Background: an optimization exercise with open tools, aiming at small area, a short achievable clock period and few clock cycles per item. Do not read the settings as production practice.
Only simulation tests tie the RTL to the original design; equivalence was not proved.
No activity file was given, so power comes from the tool's default toggle rates.

<file path="flow/config.mk">
export PLATFORM = sky130hd
export DESIGN_NAME = knapsack_01_best_value_core
export DESIGN_NICKNAME = knapsack_01_best_value_core
export VERILOG_FILES = /design/flow/design.v
export SDC_FILE = /design/flow/constraint.sdc
export NUM_CORES = 4
export LEC_CHECK = 0
export CAP_MARGIN = 20
export CORE_MARGIN = 2
export CORE_UTILIZATION = 30
export SLEW_MARGIN = 20
</file>
<file path="flow/constraint.sdc">
create_clock -name core_clock -period 10.0 [get_ports {aclk}]
set_input_delay 2.0000 -clock core_clock [delete_from_list [all_inputs] [get_ports {aclk}]]
set_output_delay 2.0000 -clock core_clock [all_outputs]
set_load 0.01 [all_outputs]
</file>
<file path="flow/design.v">
package kbv_pkg;
    localparam int KBV_CAP_MAX     = 63;
    localparam int KBV_VALUE_WIDTH = 24;
    localparam int KBV_CAP_W     = 8;
    localparam int KBV_WEIGHT_W  = 8;
    localparam int KBV_ITEM_VW   = 16;
    localparam int KBV_OUT_W     = 24;
    localparam logic [KBV_OUT_W-1:0] KBV_OUT_MAX = {KBV_OUT_W{1'b1}};
    localparam int KBV_IW = 6;
    localparam int KBV_ITEM_W = KBV_WEIGHT_W + KBV_ITEM_VW + 1;
endpackage
import kbv_pkg::*;
module kbv_front (
    input  logic                                aclk,
    input  logic                                aresetn,
    input  logic                                s_valid,
    output logic                                s_ready,
    input  logic [kbv_pkg::KBV_WEIGHT_W-1:0]    s_item_weight,
    input  logic [kbv_pkg::KBV_ITEM_VW-1:0]     s_item_value,
    input  logic                                s_last_item,
    output logic                                a_valid,
    input  logic                                a_ready,
    output logic [kbv_pkg::KBV_ITEM_W-1:0]      a_item
);
    logic                   head_valid, skid_valid;
    logic [KBV_ITEM_W-1:0]  head_item, skid_item, in_item;
    logic                   push, head_free;
    assign in_item   = {s_item_weight, s_item_value, s_last_item};
    assign s_ready   = !skid_valid;
    assign push      = s_valid && !skid_valid;
    assign head_free = !head_valid || a_ready;
    assign a_valid   = head_valid;
    assign a_item    = head_item;
    always_ff @(posedge aclk) begin
        if (!aresetn) begin
            head_valid <= 1'b0;
            skid_valid <= 1'b0;
        end else if (head_free) begin
            head_valid <= skid_valid || push;
            skid_valid <= 1'b0;
        end else if (push) begin
            skid_valid <= 1'b1;
        end
    end
    always_ff @(posedge aclk) begin
        if (head_free) begin
            if (skid_valid) begin
                head_item <= skid_item;
            end else if (push) begin
                head_item <= in_item;
            end
        end
        if (push && !head_free) begin
            skid_item <= in_item;
        end
    end
endmodule
import kbv_pkg::*;
module kbv_back #(
    parameter int VALUE_WIDTH = 24
) (
    input  logic                                aclk,
    input  logic                                aresetn,
    input  logic [kbv_pkg::KBV_IW-1:0]          ncap,
    input  logic                                a_valid,
    output logic                                a_ready,
    input  logic [kbv_pkg::KBV_ITEM_W-1:0]     a_item,
    output logic                                m_valid,
    input  logic                                m_ready,
    output logic [kbv_pkg::KBV_OUT_W-1:0]       m_best_value
);
    localparam int DEPTH = 1 << KBV_IW;
    localparam int VW    = VALUE_WIDTH;
    logic [VW-1:0]           tbl [0:DEPTH-1];
    logic [VW-1:0]           sh  [0:KBV_IW][0:DEPTH-1];
    logic [VW-1:0]           nxt [0:DEPTH-1];
    logic [KBV_WEIGHT_W-1:0] w;
    logic [KBV_ITEM_VW-1:0]  v;
    logic                    last;
    logic [KBV_WEIGHT_W:0]   thr;
    logic                    fits, go, clr, rst_q;
    logic                    out_valid, skid_valid;
    logic [KBV_OUT_W-1:0]    out_value, skid_value, res;
    logic                    out_free, push;
    assign {w, v, last} = a_item;
    assign go      = a_valid && (!last || !skid_valid);
    assign a_ready = go;
    assign push    = go && last;
    assign thr     = (KBV_WEIGHT_W+1)'(w) + (KBV_WEIGHT_W+1)'(ncap);
    assign fits    = (thr < (KBV_WEIGHT_W+1)'(DEPTH));
    assign clr     = push || rst_q;
    always_comb begin
        for (int j = 0; j < DEPTH; j++) begin
            sh[0][j] = tbl[j];
        end
        for (int k = 0; k < KBV_IW; k++) begin
            for (int j = 0; j < DEPTH; j++) begin
                if (j >= (1 << k) && w[k]) begin
                    sh[k+1][j] = sh[k][j - (1 << k)];
                end else begin
                    sh[k+1][j] = sh[k][j];
                end
            end
        end
    end
    always_comb begin
        for (int j = 0; j < DEPTH; j++) begin
            logic [VW:0] sum;
            logic        take;
            sum  = (VW+1)'(sh[KBV_IW][j]) + (VW+1)'(v);
            take = go && fits && (KBV_IW'(j) >= thr[KBV_IW-1:0]) &&
                   (sum > (VW+1)'(tbl[j]));
            nxt[j] = !take ? tbl[j] : sum[VW] ? {VW{1'b1}} : sum[VW-1:0];
        end
        res = KBV_OUT_W'(nxt[DEPTH-1]);
    end
    always_ff @(posedge aclk) begin
        rst_q <= !aresetn;
        for (int j = 0; j < DEPTH; j++) begin
            tbl[j] <= clr ? '0 : nxt[j];
        end
    end
    assign out_free     = !out_valid || m_ready;
    assign m_valid      = out_valid;
    assign m_best_value = out_value;
    always_ff @(posedge aclk) begin
        if (!aresetn) begin
            out_valid  <= 1'b0;
            skid_valid <= 1'b0;
        end else if (out_free) begin
            out_valid  <= skid_valid || push;
            skid_valid <= 1'b0;
        end else if (push) begin
            skid_valid <= 1'b1;
        end
    end
    always_ff @(posedge aclk) begin
        if (out_free) begin
            if (skid_valid) begin
                out_value <= skid_value;
            end else if (push) begin
                out_value <= res;
            end
        end
        if (push && !out_free) begin
            skid_value <= res;
        end
    end
endmodule
import kbv_pkg::*;
module knapsack_01_best_value_core #(
    parameter int CAP_MAX     = kbv_pkg::KBV_CAP_MAX,
    parameter int VALUE_WIDTH = kbv_pkg::KBV_VALUE_WIDTH
) (
    input  logic                                aclk,
    input  logic                                aresetn,
    input  logic                                cfg_valid,
    output logic                                cfg_ready,
    input  logic [kbv_pkg::KBV_CAP_W-1:0]       cfg_capacity,
    input  logic                                s_valid,
    output logic                                s_ready,
    input  logic [kbv_pkg::KBV_WEIGHT_W-1:0]    s_item_weight,
    input  logic [kbv_pkg::KBV_ITEM_VW-1:0]     s_item_value,
    input  logic                                s_last_item,
    output logic                                m_valid,
    input  logic                                m_ready,
    output logic [kbv_pkg::KBV_OUT_W-1:0]       m_best_value
);
    logic [KBV_IW-1:0]     ncap_reg;
    logic                  a_valid, a_ready;
    logic [KBV_ITEM_W-1:0] a_item;
    assign cfg_ready = 1'b1;
    always_ff @(posedge aclk) begin
        if (!aresetn) begin
            ncap_reg <= KBV_IW'(CAP_MAX);
        end else if (cfg_valid && cfg_ready) begin
            ncap_reg <= (cfg_capacity > KBV_CAP_W'(CAP_MAX)) ? '0
                                                             : ~cfg_capacity[KBV_IW-1:0];
        end
    end
    kbv_front u_front (
        .aclk          (aclk),
        .aresetn       (aresetn),
        .s_valid       (s_valid),
        .s_ready       (s_ready),
        .s_item_weight (s_item_weight),
        .s_item_value  (s_item_value),
        .s_last_item   (s_last_item),
        .a_valid       (a_valid),
        .a_ready       (a_ready),
        .a_item        (a_item)
    );
    kbv_back #(
        .VALUE_WIDTH (VALUE_WIDTH)
    ) u_back (
        .aclk         (aclk),
        .aresetn      (aresetn),
        .ncap         (ncap_reg),
        .a_valid      (a_valid),
        .a_ready      (a_ready),
        .a_item       (a_item),
        .m_valid      (m_valid),
        .m_ready      (m_ready),
        .m_best_value (m_best_value)
    );
endmodule
</file>
<file path="flow/run.sh">
#!/bin/bash
# synth_recipe.tcl (not shown) runs the flow's synth.tcl, then flattens the netlist and writes it again
# the make line also repeats each setting of config.mk as NAME=value (left out here)
make -C /OpenROAD-flow-scripts/flow DESIGN_CONFIG=/design/flow/config.mk WORK_HOME=/design/flow/orfs CLKGATE_MAP_FILE= SYNTH_SCRIPT=/design/flow/synth_recipe.tcl finish
</file>
==> impl_metrics.tcl, run 1 <==
set metrics [dict create \
    area_growth_pct 15.5 \
    grt_pass1_vias 263000 \
    avgSynthCellArea_um2 8.19 \
    grt_use_met2 0.608 \
    yosysSeqAreaShare 0.137 \
    gp_congestion 1.29 \
    cts_max_level 5 \
    clock_latency_ns 1.17 \
    num_rows 333 \
    arrival_ns 11.60 \
    multiInputGateArea_mm2 0.198 \
    post-cts-setup-buffers 0 \
    fin_crit_ns 10.53 \
    portBuffers 63 \
    wl_um 2150000 \
    cts.sinks 1645 \
    antenna_found_initial 420 \
    ir_drop_v 0.000177 \
    synthDistinctLibCells 129 \
    final_max_slew_viol_count 16 \
    hold_violations 0 \
    ios 65 \
    min_path_type "flip-flop to flip-flop" \
    die-height_um 912 \
    dr.pass1.iters 19 \
    cts_buffer_depth 4 \
    fill_cells 85700 \
    netlist.area_leader.share 0.148 \
    synth_edf_count 98 \
    grtUsageMet1 0.530 \
    cts_buffers 272 \
    top_register "u_back.tbl" \
    outcome "finished with violations" \
    max_freq_mhz 94.9 \
    ctsHoldBuffers 0 \
    tritoncts "built" \
    crit_type "flip-flop to flip-flop" \
    final.period_utilization 1.05 \
    synth_xor_area_frac 0.0449 \
    first_iter_violations 63400 \
    total_power_mw 28.5 \
    max_slew_margin -0.535 \
    end_kind "flip-flop" \
    power_density_mw_per_mm2 99.5 \
    tightest_slew_ns 2.24 \
    so_faults "capacitance limit, slew limit, setup timing" \
    grt_pass1_wl_um 2690000 \
    grt_overflow 0 \
    cp_common_cell "buf_4" \
    synth_top_family_by_area "multiplexers" \
    setup_viol 352 \
    ant_nets 0 \
    drc 0 \
    initial_utilization 0.301 \
    seq_area_mm2 0.0339 \
    cp_data_required_time_ns 11.06 \
    fp.coreArea_mm2 0.822 \
    via_per_inst 7.11 \
    nets 33700 \
    fin_ws_ns -0.534 \
    vias 304000 \
    busiest_layer "met2" \
    cts-root-buf "clkbuf_16" \
    dp_hpwl_um 1770000 \
    largest_reg_flops 1536 \
    die_x_um 912 \
    yosys_warnings 6 \
    yosys.area_share.simple 0.169 \
    synth-compound-area-share 0.216 \
    routedWlPerCell_um 50.3 \
    layout-drive-gt1-share 0.198 \
    cp_slowest_cell "mux2i_1" \
    critPathLaunchType "flip-flop" \
    synthTopCellsByArea "mux4_2, ha_1, dfxtp_1" \
    synth_ff_type "dfxtp_1" \
    path_max_fanout 30 \
    syn_area_mm2 0.248 \
    dieArea_mm2 0.833 \
    maxCapViolCount 4 \
    track_usage 0.488 \
    ys_async_sr_fraction 0 \
    yosys.area.top_type "mux4_2" \
    crit_path_max_incr_delay_ns 1.20 \
    synthMuxAreaShare 0.228 \
    syn-num-nets 32900 \
    met3_usage 0.333 \
    clkTransAtPathRegs_ns 0.07 \
    reg.largest.list "u_back.tbl x1536, u_front.head_item x25, u_front.skid_item x25" \
    synth-seq-cells 1645 \
    p_leak_nw 117 \
    syn_inst 30200 \
    setup_tns_ns -62.53 \
    grt_max_degree 166 \
    fin_skew_ns 0.0981 \
    synth_fa_ha_area_frac 0.135 \
]
[critical path, delay by kind of cell, from the launching register on]
kind / cells / cell delay (ns)
AO/OA/AOI/OAI: 11 / 2.93
XOR/XNOR: 1 / 0.22
adder cells (fa/ha/maj): 2 / 0.95
buffers and inverters: 7 / 1.86
flip-flops: 1 / 0.50
multiplexers: 2 / 1.77
AND/OR/NAND/NOR: 7 / 2.01
[area by class of cell]
| type | count | area share |
|---|---|---|
| Multi-Input combinational cell | 24500 | 0.691 |
| Timing Repair Buffer | 2404 | 0.0760 |
| Sequential cell | 1645 | 0.119 |
| Clock inverter | 85 | 0.00427 |
| Inverter | 2189 | 0.0289 |
| Tap cell | 10900 | 0.0476 |
| Clock buffer | 400 | 0.0284 |
| Antenna cell | 620 | 0.00542 |
[metrics by stage]
stage	hold WS (ns)	worst slack [ns]	std cells	utilization	instance area (um2)
finish	0.507	-0.534	42800	0.348	286000
global route	0.535	-0.193	42500	0.347	285000
CTS	0.482	0.0572	42100	0.345	284000
detailed placement	0.516	-0.360	41600	0.334	274000
global placement	0.505	-1.40	41600	0.333	274000
floorplan	0.449	0.153	30200	-	248000
[cell usage in the layout (no fill, tap or decap), drive strengths merged, types with 396 or more instances in the layout]
master	instances
inv	2207
o21a	396
xnor2	872
mux2i	1341
xor2	396
mux2	426
buf	2338
o221a	857
a211oi	496
clkbuf	403
nand2	4089
ha	2561
nor2	2745
a21oi	1555
diode	620
nand3	397
o21ai	1888
a21o	591
mux4	1689
dfxtp	1547
nor3	510
[power by group]
| group | internal [mW] | total, mW | switching (mW) |
|---|---|---|---|
| sequential | 6.71 | 7.02 | 0.304 |
| combinational | 3.20 | 10.5 | 7.32 |
| clock | 6.20 | 10.9 | 4.72 |
[path summary, 6_finish.rpt]
path                                             from                    to  slack [ns]  depth (start not counted)
worst max-delay path            u_front.head_item[17]    u_back.tbl[33][20]       -0.53                         30
worst min-delay path             u_front.skid_item[4]  u_front.head_item[4]        0.51                          1
worst max register to register  u_front.head_item[17]    u_back.tbl[33][20]       -0.53                         30
worst min register to register   u_front.skid_item[4]  u_front.head_item[4]        0.51                          1
[cells in the mapped netlist (100+ instances only)]
cell,n
buf_1,190
inv_1,2185
and2_1,129
nand4_1,314
nand2b_1,203
and3_1,176
or3_1,100
nand2_1,4088
o21bai_1,117
ha_1,2561
mux4_2,1624
buf_4,181
nand3_1,395
dfxtp_1,1547
clkbuf_1,916
nor2_1,2744
mux2_2,426
o21a_1,396
o21ai_0,1848
buf_2,463
a31oi_1,236
xnor2_1,872
o211ai_1,196
xor2_1,396
nor2b_1,317
a21oi_1,1548
mux2i_1,1341
a211oi_1,490
nor3_1,509
o22ai_1,240
o221a_2,857
or2_2,113
a21o_1,589
[kinds of logic (layout without fill, tap and decap cells)]
kind of cell / count (synthesis) / in the layout
AO/OA/AOI/OAI: 7694 / 7694
AND/OR/NAND/NOR: 9495 / 9495
other: 1 / 621
flip-flops: 1645 / 1645
multiplexers: 3456 / 3456
adder cells (fa/ha/maj): 2626 / 2626
XOR/XNOR: 1268 / 1268
buffers and inverters: 4053 / 5078
[routing by layer]
metal  part of all wire  vias up  wire [um]
met4               0.12      260     267000
met1               0.33   150000     718000
met5             0.0064        -      13700
met2               0.35    31900     758000
met3               0.18     8014     395000
li1                   -   114000          -
[timing repair]
item,4_1_cts,5_1_grt
setup endpoints to repair,61,219
resized for setup,5,28
pin swaps,1,1
Testbench counts, summed over its fixed seeds: cycles 3,817, items 3,145.
==> inputs of run 2 (changes only) <==
--- a/flow/design.v
+++ b/flow/design.v
@@ -7,6 +7,8 @@
     localparam int KBV_OUT_W     = 24;
     localparam logic [KBV_OUT_W-1:0] KBV_OUT_MAX = {KBV_OUT_W{1'b1}};
     localparam int KBV_IW = 6;
+    localparam int KBV_GSZ  = 8;
+    localparam int KBV_NGRP = (1 << KBV_IW) / KBV_GSZ;
     localparam int KBV_ITEM_W = KBV_WEIGHT_W + KBV_ITEM_VW + 1;
 endpackage
 import kbv_pkg::*;
@@ -18,19 +20,23 @@
     input  logic [kbv_pkg::KBV_WEIGHT_W-1:0]    s_item_weight,
     input  logic [kbv_pkg::KBV_ITEM_VW-1:0]     s_item_value,
     input  logic                                s_last_item,
+    input  logic [kbv_pkg::KBV_IW-1:0]          ncap_next,
     output logic                                a_valid,
     input  logic                                a_ready,
-    output logic [kbv_pkg::KBV_ITEM_W-1:0]      a_item
+    output logic [kbv_pkg::KBV_ITEM_W-1:0]      a_item,
+    output logic [kbv_pkg::KBV_NGRP-1:0][kbv_pkg::KBV_IW-1:0] a_wsel
 );
     logic                   head_valid, skid_valid;
     logic [KBV_ITEM_W-1:0]  head_item, skid_item, in_item;
     logic                   push, head_free;
+    logic [KBV_NGRP-1:0][KBV_IW-1:0] head_wsel;
     assign in_item   = {s_item_weight, s_item_value, s_last_item};
     assign s_ready   = !skid_valid;
     assign push      = s_valid && !skid_valid;
     assign head_free = !head_valid || a_ready;
     assign a_valid   = head_valid;
     assign a_item    = head_item;
+    assign a_wsel    = head_wsel;
     always_ff @(posedge aclk) begin
         if (!aresetn) begin
             head_valid <= 1'b0;
@@ -48,6 +54,14 @@
                 head_item <= skid_item;
             end else if (push) begin
                 head_item <= in_item;
+            end
+        end
+        if (head_free && (skid_valid || push)) begin
+            for (int g = 0; g < KBV_NGRP; g++) begin
+                head_wsel[g] <= ((g + 1) * KBV_GSZ - 1 >= int'(ncap_next))
+                              ? (skid_valid ? skid_item[KBV_ITEM_W-KBV_WEIGHT_W +: KBV_IW]
+                                            : s_item_weight[KBV_IW-1:0])
+                              : '0;
             end
         end
         if (push && !head_free) begin
@@ -65,6 +79,7 @@
     input  logic                                a_valid,
     output logic                                a_ready,
     input  logic [kbv_pkg::KBV_ITEM_W-1:0]     a_item,
+    input  logic [kbv_pkg::KBV_NGRP-1:0][kbv_pkg::KBV_IW-1:0] a_wsel,
     output logic                                m_valid,
     input  logic                                m_ready,
     output logic [kbv_pkg::KBV_OUT_W-1:0]       m_best_value
@@ -95,7 +110,7 @@
         end
         for (int k = 0; k < KBV_IW; k++) begin
             for (int j = 0; j < DEPTH; j++) begin
-                if (j >= (1 << k) && w[k]) begin
+                if (j >= (1 << k) && a_wsel[j / KBV_GSZ][k]) begin
                     sh[k+1][j] = sh[k][j - (1 << k)];
                 end else begin
                     sh[k+1][j] = sh[k][j];
@@ -103,13 +118,32 @@
             end
         end
     end
+    function automatic logic carry_out(input logic [VW-1:0] a, input logic [VW-1:0] b);
+        logic [VW-1:0] g, p;
+        g = a & b;
+        p = a | b;
+        for (int l = 0; (1 << l) < VW; l++) begin
+            for (int i = 0; i < VW; i++) begin
+                if ((i % (2 << l)) == 0 && i + (1 << l) < VW) begin
+                    g[i] = g[i + (1 << l)] | (p[i + (1 << l)] & g[i]);
+                    p[i] = p[i + (1 << l)] & p[i];
+                end
+            end
+        end
+        carry_out = g[0];
+    endfunction
     always_comb begin
         for (int j = 0; j < DEPTH; j++) begin
-            logic [VW:0] sum;
-            logic        take;
-            sum  = (VW+1)'(sh[KBV_IW][j]) + (VW+1)'(v);
+            logic [VW:0]   sum;
+            logic [VW-1:0] lo, nold, cs_s, cs_c;
+            logic          take;
+            lo   = sh[KBV_IW][j];
+            nold = ~tbl[j];
+            cs_s = lo ^ VW'(v) ^ nold;
+            cs_c = (lo & VW'(v)) | (lo & nold) | (VW'(v) & nold);
+            sum  = (VW+1)'(lo) + (VW+1)'(v);
             take = go && fits && (KBV_IW'(j) >= thr[KBV_IW-1:0]) &&
-                   (sum > (VW+1)'(tbl[j]));
+                   (cs_c[VW-1] || carry_out(cs_s, {cs_c[VW-2:0], 1'b0}));
             nxt[j] = !take ? tbl[j] : sum[VW] ? {VW{1'b1}} : sum[VW-1:0];
         end
         res = KBV_OUT_W'(nxt[DEPTH-1]);
@@ -169,14 +203,21 @@
     logic [KBV_IW-1:0]     ncap_reg;
     logic                  a_valid, a_ready;
     logic [KBV_ITEM_W-1:0] a_item;
+    logic [KBV_NGRP-1:0][KBV_IW-1:0] a_wsel;
+    logic [KBV_IW-1:0]     ncap_next;
     assign cfg_ready = 1'b1;
-    always_ff @(posedge aclk) begin
+    always_comb begin
         if (!aresetn) begin
-            ncap_reg <= KBV_IW'(CAP_MAX);
+            ncap_next = KBV_IW'(CAP_MAX);
         end else if (cfg_valid && cfg_ready) begin
-            ncap_reg <= (cfg_capacity > KBV_CAP_W'(CAP_MAX)) ? '0
+            ncap_next = (cfg_capacity > KBV_CAP_W'(CAP_MAX)) ? '0
                                                              : ~cfg_capacity[KBV_IW-1:0];
-        end
+        end else begin
+            ncap_next = ncap_reg;
+        end
+    end
+    always_ff @(posedge aclk) begin
+        ncap_reg <= ncap_next;
     end
     kbv_front u_front (
         .aclk          (aclk),
@@ -186,9 +227,11 @@
         .s_item_weight (s_item_weight),
         .s_item_value  (s_item_value),
         .s_last_item   (s_last_item),
+        .ncap_next     (ncap_next),
         .a_valid       (a_valid),
         .a_ready       (a_ready),
-        .a_item        (a_item)
+        .a_item        (a_item),
+        .a_wsel        (a_wsel)
     );
     kbv_back #(
         .VALUE_WIDTH (VALUE_WIDTH)
@@ -199,6 +242,7 @@
         .a_valid      (a_valid),
         .a_ready      (a_ready),
         .a_item       (a_item),
+        .a_wsel       (a_wsel),
         .m_valid      (m_valid),
         .m_ready      (m_ready),
         .m_best_value (m_best_value)
--- a/flow/config.mk
+++ b/flow/config.mk
@@ -5,7 +5,9 @@
 export SDC_FILE = /design/flow/constraint.sdc
 export NUM_CORES = 4
 export LEC_CHECK = 0
-export CAP_MARGIN = 20
+export CAP_MARGIN = 30
 export CORE_MARGIN = 2
 export CORE_UTILIZATION = 30
-export SLEW_MARGIN = 20
+export SETUP_SLACK_MARGIN = 2.5
+export SLEW_MARGIN = 30
+export TNS_END_PERCENT = 5
==> impl_metrics.tcl, run 2 <==
set metrics [dict create \
    outcome "timing/DRC/antenna clean" \
    grt_pass1_wl_um 3030000 \
    grt_overflow 0 \
    drc 0 \
    avgSynthCellArea_um2 8.07 \
    placed_area_mm2 0.279 \
    reg.largest.list "u_back.tbl x1536, u_front.head_wsel x40, u_front.skid_item x25" \
    synth_ff_type "dfxtp_1" \
    max_slew_margin 0.108 \
    synth-seq-cells 1680 \
    synth_top_cells_by_count "a21oi_1, nor2_1, nand2_1, o21ai_0, inv_1" \
    hold_violations 0 \
    r2r_slack_ns 1.77 \
    synth_edf_count 133 \
    critPathLaunchType "flip-flop" \
    wl_um 2430000 \
    path_max_fanout 20 \
    hold_start "u_back.skid_value[13]" \
    layout-drive-gt1-share 0.180 \
    synth_most_common_cell "a21oi_1" \
    synthDistinctLibCells 115 \
    cts_buffers 287 \
    largest_reg_flops 1536 \
    design_area_mm2 0.294 \
    portBuffers 63 \
    maxCapViolCount 0 \
    met1_length_um 849000 \
    max_freq_mhz 121 \
    mostFrequentLayoutCell "a21oi_1" \
    synthTopCellsByArea "dfxtp_1, mux2i_1, mux4_2" \
    vias 300000 \
    yosys.area.top_type "dfxtp_1" \
    grt_max_degree 160 \
    power_density_mw_per_mm2 124 \
    final_max_slew_viol_count 0 \
    end_kind "flip-flop" \
    tightest_slew_ns 1.34 \
    dr.pass1.iters 15 \
    r2r-start "u_front.head_wsel[8]" \
    rsz0062_at_grt "true" \
    num_rows 336 \
    fill_cells 88000 \
    die-height_um 921 \
    cts_max_level 5 \
    yosys_warnings 6 \
    initial_utilization 0.301 \
    setup_viol 0 \
    reg2regPathDepth 20 \
    die_x_um 921 \
    min_path_type "flip-flop to flip-flop" \
    seq_area_mm2 0.0350 \
    gp_congestion 1.15 \
    cts_buffer_depth 4 \
    ir_drop_v 0.000157 \
    ctsHoldBuffers 0 \
    cp_data_required_time_ns 11.05 \
    p_leak_nw 118 \
    ios 65 \
    ys_async_sr_fraction 0 \
    netlist.area_leader.share 0.123 \
    cts-root-buf "clkbuf_16" \
    clock_latency_ns 1.17 \
    top_layer_used "met5" \
    dr_wl_met2_um 902000 \
    final.period_utilization 0.823 \
    clkTransAtPathRegs_ns 0.06 \
    syn-num-nets 33900 \
    syn_inst 31300 \
    final_cell_mix "a21oi_1, nor2_1, nand2_1" \
    fin_crit_ns 8.23 \
    dieArea_mm2 0.849 \
    multiInputGateArea_mm2 0.206 \
    holdPathStages 2 \
    dp_hpwl_um 1980000 \
    ant_nets 0 \
    hold_ws_ns 0.538 \
    antenna_found_initial 334 \
    track_usage 0.549 \
    routedWlPerCell_um 55.8 \
    cts.sinks 1680 \
    rr_endpoint "u_back.tbl[47][14]" \
    via_per_inst 6.89 \
    wl_met3_um 330000 \
    yosysSeqAreaShare 0.139 \
    fp.coreArea_mm2 0.838 \
    nets 34400 \
    syn_area_mm2 0.252 \
    min_to "u_back.out_value[13]" \
    first_iter_violations 52100 \
    top_register "u_back.tbl" \
    tritoncts "built" \
    fin_skew_ns 0.0782 \
    grt_pass1_vias 267000 \
    crit_type "flip-flop to flip-flop" \
    arrival_ns 9.29 \
    area_growth_pct 16.4 \
]
==> run 2: changes by cell type after synthesis, sizes merged, moves of 429 or more <==
cell,before,now
ha,2561,1535
o21ai,1888,2646
mux2i,1341,2253
mux4,1689,945
o221a,857,389
fa,65,1010
mux2,426,855
nand2,4089,2668
a21oi,1555,2983
==> run 2: layout make-up <==
class / instances / share of cell area
clock inverters: 105 / 0.00464
clock buffers: 417 / 0.0284
multi-input cells: 25300 / 0.701
repair buffers: 2055 / 0.0645
flip-flops and latches: 1680 / 0.119
inverters: 2459 / 0.0321
well taps: 11200 / 0.0475
diodes: 296 / 0.00252
==> run 2: worst max path at each step <==
stage                          start                 end  slack, ns
2_1_floorplan   u_front.head_item[2]   u_back.tbl[4][10]      -2.80
3_3_place_gp    u_front.head_wsel[0]   u_back.tbl[61][4]      -0.41
3_5_place_dp   u_front.head_wsel[12]   u_back.tbl[35][4]       1.32
4_1_cts        u_front.head_wsel[30]   u_back.tbl[50][0]       2.25
5_1_grt        u_front.head_wsel[13]  u_back.tbl[46][22]       2.13
6_report        u_front.head_wsel[8]  u_back.tbl[47][14]       1.77
==> run 2: stage by stage <==
step                instances  power [mW]  utilization  TNS, ns  setup slack (ns)
global placement        42600        23.1        0.332    -7.65            -0.409
finish                  43500        36.3        0.351        0              1.77
global route            43300        36.2        0.350        0              2.13
floorplan               31300        15.0            -  -889.26             -2.80
detailed placement      42600        23.2        0.334        0              1.32
CTS                     43100        34.5        0.346        0              2.25
==> run 2: worst max-delay path, stage by stage (launching register included) <==
cell and delay (ns):
edfxtp_1 0.55, buf_4 0.33, buf_4 0.33, buf_4 0.35
mux4_2 0.38, mux2_2 0.37, mux2i_1 0.68, inv_1 0.37
nor2_1 0.56, a31oi_1 0.37, ha_1 0.50, nand2_1 0.24
o221ai_1 0.48, a31oi_2 0.69, o21ai_1 0.39, buf_4 0.30
nor4_1 0.30, a21oi_2 0.15, o21ai_0 0.13, buf_4 0.36
o221a_2 0.25
==> run 2: logic make-up (layout without fill, tap and decap cells) <==
kind of cell,count (synthesis),count (layout),synth area share
compound gates,9564,9566,0.238
xor+xnor,1243,1243,0.0431
fa+ha+maj,2796,2796,0.166
buf+inv,4258,5036,0.0680
flops,1680,1680,0.139
mux,4053,4053,0.212
other cells,1,297,0.0000149
simple gates,7689,7689,0.134
==> run 2: layer usage <==
layer / track usage / up-vias
met1: 0.618 / 149000
li1: - / 116000
met3: 0.251 / 7998
met2: 0.719 / 26600
met5: 0.00387 / -
met4: 0.606 / 84
==> run 2: where the power goes <==
group          internal (mW)  switching (mW)  total, mW
registers               6.89           0.326       7.22
clock network           6.33            5.10       11.4
logic                   4.98            12.7       17.7
==> run 2: timing repair <==
action                     4_1_cts  5_1_grt
buffers inserted                12       44
resized for setup              142      268
setup endpoints to repair     1165     1306
cloned                           3        4
hold endpoints to repair         0        0
pin swaps                        5       17
Testbench counts of run 2, summed over its fixed seeds: cycles 3,817, items 3,145.
==> inputs of run 3 (changes only) <==
--- a/flow/design.v
+++ b/flow/design.v
@@ -132,19 +132,42 @@
         end
         carry_out = g[0];
     endfunction
+    function automatic logic [VW-1:0] add_sat(input logic [VW-1:0] a, input logic [KBV_ITEM_VW-1:0] b);
+        logic [KBV_ITEM_VW-1:0] g, p, x, c;
+        logic [VW-KBV_ITEM_VW-1:0] hi, hi1;
+        logic                      hi_full;
+        logic [VW-1:0]             s;
+        x = a[KBV_ITEM_VW-1:0] ^ b;
+        g = a[KBV_ITEM_VW-1:0] & b;
+        p = x;
+        for (int l = 0; l < 4; l++) begin
+            for (int i = 0; i < KBV_ITEM_VW; i++) begin
+                if (((i >> l) & 1) == 1) begin
+                    g[i] = g[i] | (p[i] & g[((i >> l) << l) - 1]);
+                    p[i] = p[i] & p[((i >> l) << l) - 1];
+                end
+            end
+        end
+        c       = g;
+        hi      = a[VW-1:KBV_ITEM_VW];
+        hi1     = hi + 1'b1;
+        hi_full = &hi;
+        s[0]    = x[0];
+        for (int i = 1; i < KBV_ITEM_VW; i++) s[i] = x[i] ^ c[i-1];
+        s[VW-1:KBV_ITEM_VW] = c[KBV_ITEM_VW-1] ? hi1 : hi;
+        add_sat = (c[KBV_ITEM_VW-1] && hi_full) ? {VW{1'b1}} : s;
+    endfunction
     always_comb begin
         for (int j = 0; j < DEPTH; j++) begin
-            logic [VW:0]   sum;
             logic [VW-1:0] lo, nold, cs_s, cs_c;
             logic          take;
             lo   = sh[KBV_IW][j];
             nold = ~tbl[j];
             cs_s = lo ^ VW'(v) ^ nold;
             cs_c = (lo & VW'(v)) | (lo & nold) | (VW'(v) & nold);
-            sum  = (VW+1)'(lo) + (VW+1)'(v);
             take = go && fits && (KBV_IW'(j) >= thr[KBV_IW-1:0]) &&
                    (cs_c[VW-1] || carry_out(cs_s, {cs_c[VW-2:0], 1'b0}));
-            nxt[j] = !take ? tbl[j] : sum[VW] ? {VW{1'b1}} : sum[VW-1:0];
+            nxt[j] = take ? add_sat(lo, v) : tbl[j];
         end
         res = KBV_OUT_W'(nxt[DEPTH-1]);
     end
--- a/flow/config.mk
+++ b/flow/config.mk
@@ -8,6 +8,6 @@
 export CAP_MARGIN = 30
 export CORE_MARGIN = 2
 export CORE_UTILIZATION = 30
-export SETUP_SLACK_MARGIN = 2.5
+export SETUP_SLACK_MARGIN = 4
 export SLEW_MARGIN = 30
 export TNS_END_PERCENT = 5
==> impl_metrics.tcl, run 3 <==
set metrics [dict create \
    end_kind "flip-flop" \
    ant_nets 0 \
    top_register "u_back.tbl" \
    synth_top_cells_by_count "nand2_1, a21oi_1, nor2_1, o21ai_0, inv_1" \
    drc 0 \
    vias 301000 \
    min_path_type "flip-flop to flip-flop" \
    outcome "timing/DRC/antenna clean" \
    grt_pass1_vias 267000 \
    hold_violations 0 \
    cp_data_required_time_ns 11.01 \
    track_usage 0.547 \
    layoutNonFillerInstCount 42800 \
    synth-compound-area-share 0.236 \
    arrival_ns 8.21 \
    portBuffers 63 \
    synth_edf_count 133 \
    final.period_utilization 0.720 \
    dp_worst_setup_slack_ns 0.821 \
    ios 65 \
    tritoncts "built" \
    initial_utilization 0.301 \
    synth_top_family_by_area "compound AO/OA/AOI/OAI gates" \
    synth-seq-cells 1680 \
    cts_max_level 5 \
    holdPathStages 2 \
    max_slew_margin 0.110 \
    r2r-start "u_front.head_wsel[39]" \
    syn_area_mm2 0.248 \
    fin_ws_ns 2.80 \
    ctsHoldBuffers 0 \
    via_per_inst 7.03 \
    numPlacedInstances 41400 \
    mostFrequentLayoutCell "nand2_1" \
    clkTransAtPathRegs_ns 0.07 \
    fin_skew_ns 0.116 \
    min_to "u_back.out_value[10]" \
    yosys.area_share.simple 0.136 \
    fp.coreArea_mm2 0.826 \
    synth_ff_type "dfxtp_1" \
    rsz0062_at_grt "true" \
    ir_drop_v 0.000153 \
    grt_pass1_wl_um 2980000 \
    first_iter_violations 55800 \
    max_freq_mhz 139 \
    area_growth_pct 22.5 \
    num_rows 334 \
    p_leak_nw 120 \
    critPathLaunchType "flip-flop" \
    synth_fa_ha_area_frac 0.185 \
    yosysSeqAreaShare 0.141 \
    cts.sinks 1680 \
    netlist.area_leader.share 0.125 \
    crit_type "flip-flop to flip-flop" \
    avgSynthCellArea_um2 8.18 \
    nets 34200 \
    dp_hpwl_um 1900000 \
    ys_async_sr_fraction 0 \
    antenna_found_initial 295 \
    r2r_slack_ns 2.80 \
    die-height_um 914 \
    routedWlPerCell_um 56.0 \
    reg2regPathDepth 18 \
    gp_congestion 1.18 \
    power_density_mw_per_mm2 122 \
    grt_overflow 0 \
    wl_um 2400000 \
    largest_reg_flops 1536 \
    fin_crit_ns 7.20 \
    dr.pass1.iters 14 \
    maxCapViolCount 0 \
    final_max_slew_viol_count 0 \
    layout-drive-gt1-share 0.229 \
    synth_xor_area_frac 0.0348 \
    setup_viol 0 \
    crit_start "u_front.head_wsel[39]" \
    dieArea_mm2 0.835 \
    reg.largest.list "u_back.tbl x1536, u_front.head_wsel x40, u_front.skid_item x25" \
    cts_buffer_depth 4 \
    grt_max_degree 154 \
    synthDistinctLibCells 120 \
    yosys.area.top_type "dfxtp_1" \
    tightest_slew_ns 1.34 \
    die_x_um 914 \
    clock_latency_ns 1.16 \
    synth_most_common_cell "nand2_1" \
    final_cell_mix "nand2_1, nor2_1, inv_1" \
    path_max_fanout 44 \
    cts_buffers 282 \
    synthTopCellsByArea "dfxtp_1, fa_1, mux4_2" \
    synthMuxAreaShare 0.197 \
    yosys_warnings 6 \
    rr_endpoint "u_back.tbl[52][0]" \
    cts-root-buf "clkbuf_16" \
    syn-num-nets 33100 \
    hold_start "u_back.skid_value[10]" \
    syn_inst 30400 \
]
[run 3: changes by cell type in the layout (fill, tap and decap cells not counted), moves of 152 or more]
cell / delta
a21oi_1: -584
fa_1: +163
buf_4: +198
o21ai_0: -332
mux2i_1: -389
nor2_1: -293
nand2_1: +152
[run 3: layout make-up]
class	instances	area (um2)
inverters	2423	9480
fillers	85500	522000
flip-flops and latches	1680	35000
multi-input cells	24400	209000
well taps	10900	13700
clock buffers	419	8400
diodes	306	766
repair inverters	1	8.76
repair buffers	2576	26600
clock inverters	97	1210
[run 3: how the worst max path moves through the flow]
stage,end,slack (ns),depth (start not counted)
final,u_back.tbl[52][0],2.80,18
after CTS,u_back.out_value[19],3.45,27
after floorplan,u_back.tbl[3][21],-1.69,13
after global placement,u_back.tbl[17][3],-0.40,17
after global routing,u_back.tbl[50][6],3.08,22
after detailed placement,u_back.tbl[51][3],0.82,19
[run 3: worst max-delay path, stage by stage (launching register included)]
cell	delay, ns
edfxtp_1	0.41
buf_12	0.26
inv_12	0.32
buf_4	0.57
buf_4	0.39
mux2i_2	0.50
mux2i_1	0.21
mux2i_4	0.56
fa_1	0.32
nor2_1	0.05
a211oi_1	0.47
nand2_2	0.32
nor4b_4	0.44
o211ai_1	0.38
buf_6	0.28
a21oi_4	0.19
buf_8	0.28
o31ai_4	0.28
o221a_2	0.33
[run 3: layer usage]
metal | track usage | wire (um) | part of all wire
met5 | 0.0204 | 2930 | 0.0012
met2 | 0.719 | 885000 | 0.37
met3 | 0.263 | 343000 | 0.14
met4 | 0.620 | 358000 | 0.15
met1 | 0.600 | 808000 | 0.34
[run 3: cells by family after synthesis]
kind of cell,Yosys count
buf+inv,4266
compound gates,9092
mux,3681
fa+ha+maj,3001
other cells,1
flops,1680
xor+xnor,988
simple gates,7647
[run 3: what timing repair did]
action                                  4_1_cts  5_1_grt
pin swaps                                   179      117
cloned                                       58       20
buffers inserted                            396      172
resized for setup                          1977      603
endpoints found under the setup margin     1565     1580
[run 3: metrics by stage]
stage / util / instance area [um2] / setup TNS (ns) / hold slack, ns / total power [mW]
2_1_floorplan: - / 249000 / -511.39 / 0.451 / 15.0
3_3_place_gp: 0.330 / 273000 / -10.63 / 0.518 / 23.1
3_5_place_dp: 0.332 / 274000 / 0 / 0.522 / 23.2
4_1_cts: 0.361 / 298000 / 0 / 0.535 / 35.2
5_1_grt: 0.368 / 304000 / 0 / 0.560 / 37.2
6_report: 0.368 / 304000 / 0 / 0.532 / 37.3
[run 3: power by group]
group / switching [mW] / leakage (nW) / internal, mW
Sequential: 0.385 / 13.8 / 6.91
Combinational: 13.2 / 101 / 5.57
Clock: 4.93 / 4.69 / 6.25
Total: 18.5 / 120 / 18.7
Testbench counts of run 3, summed over its fixed seeds: cycles 3,817, items 3,145.

what the ideal ports hide:
The results above use ideal ports. As a check the final layouts listed here were re-extracted and re-timed, cells and wires unchanged. Step 1 assumes that a clkbuf_16 drives the clock port and a buf_2 every other input. Step 2, shift: input delay + t, output delay - t, t = (earliest + latest rising clock arrival at the registers) / 2. This alone moves slack from input paths to output paths. Slacks: ideal / step 1 / step 2; pairs: ideal / step 1.
run	t (ns)	setup slack, ns	worst data-port slew with drivers (ns)
run 1	1.272	-0.534 / -0.534 / -0.534	0.08
run 2	1.257	1.768 / 1.768 / 1.768	0.10
run 3	1.244	2.800 / 2.800 / 2.800	0.16
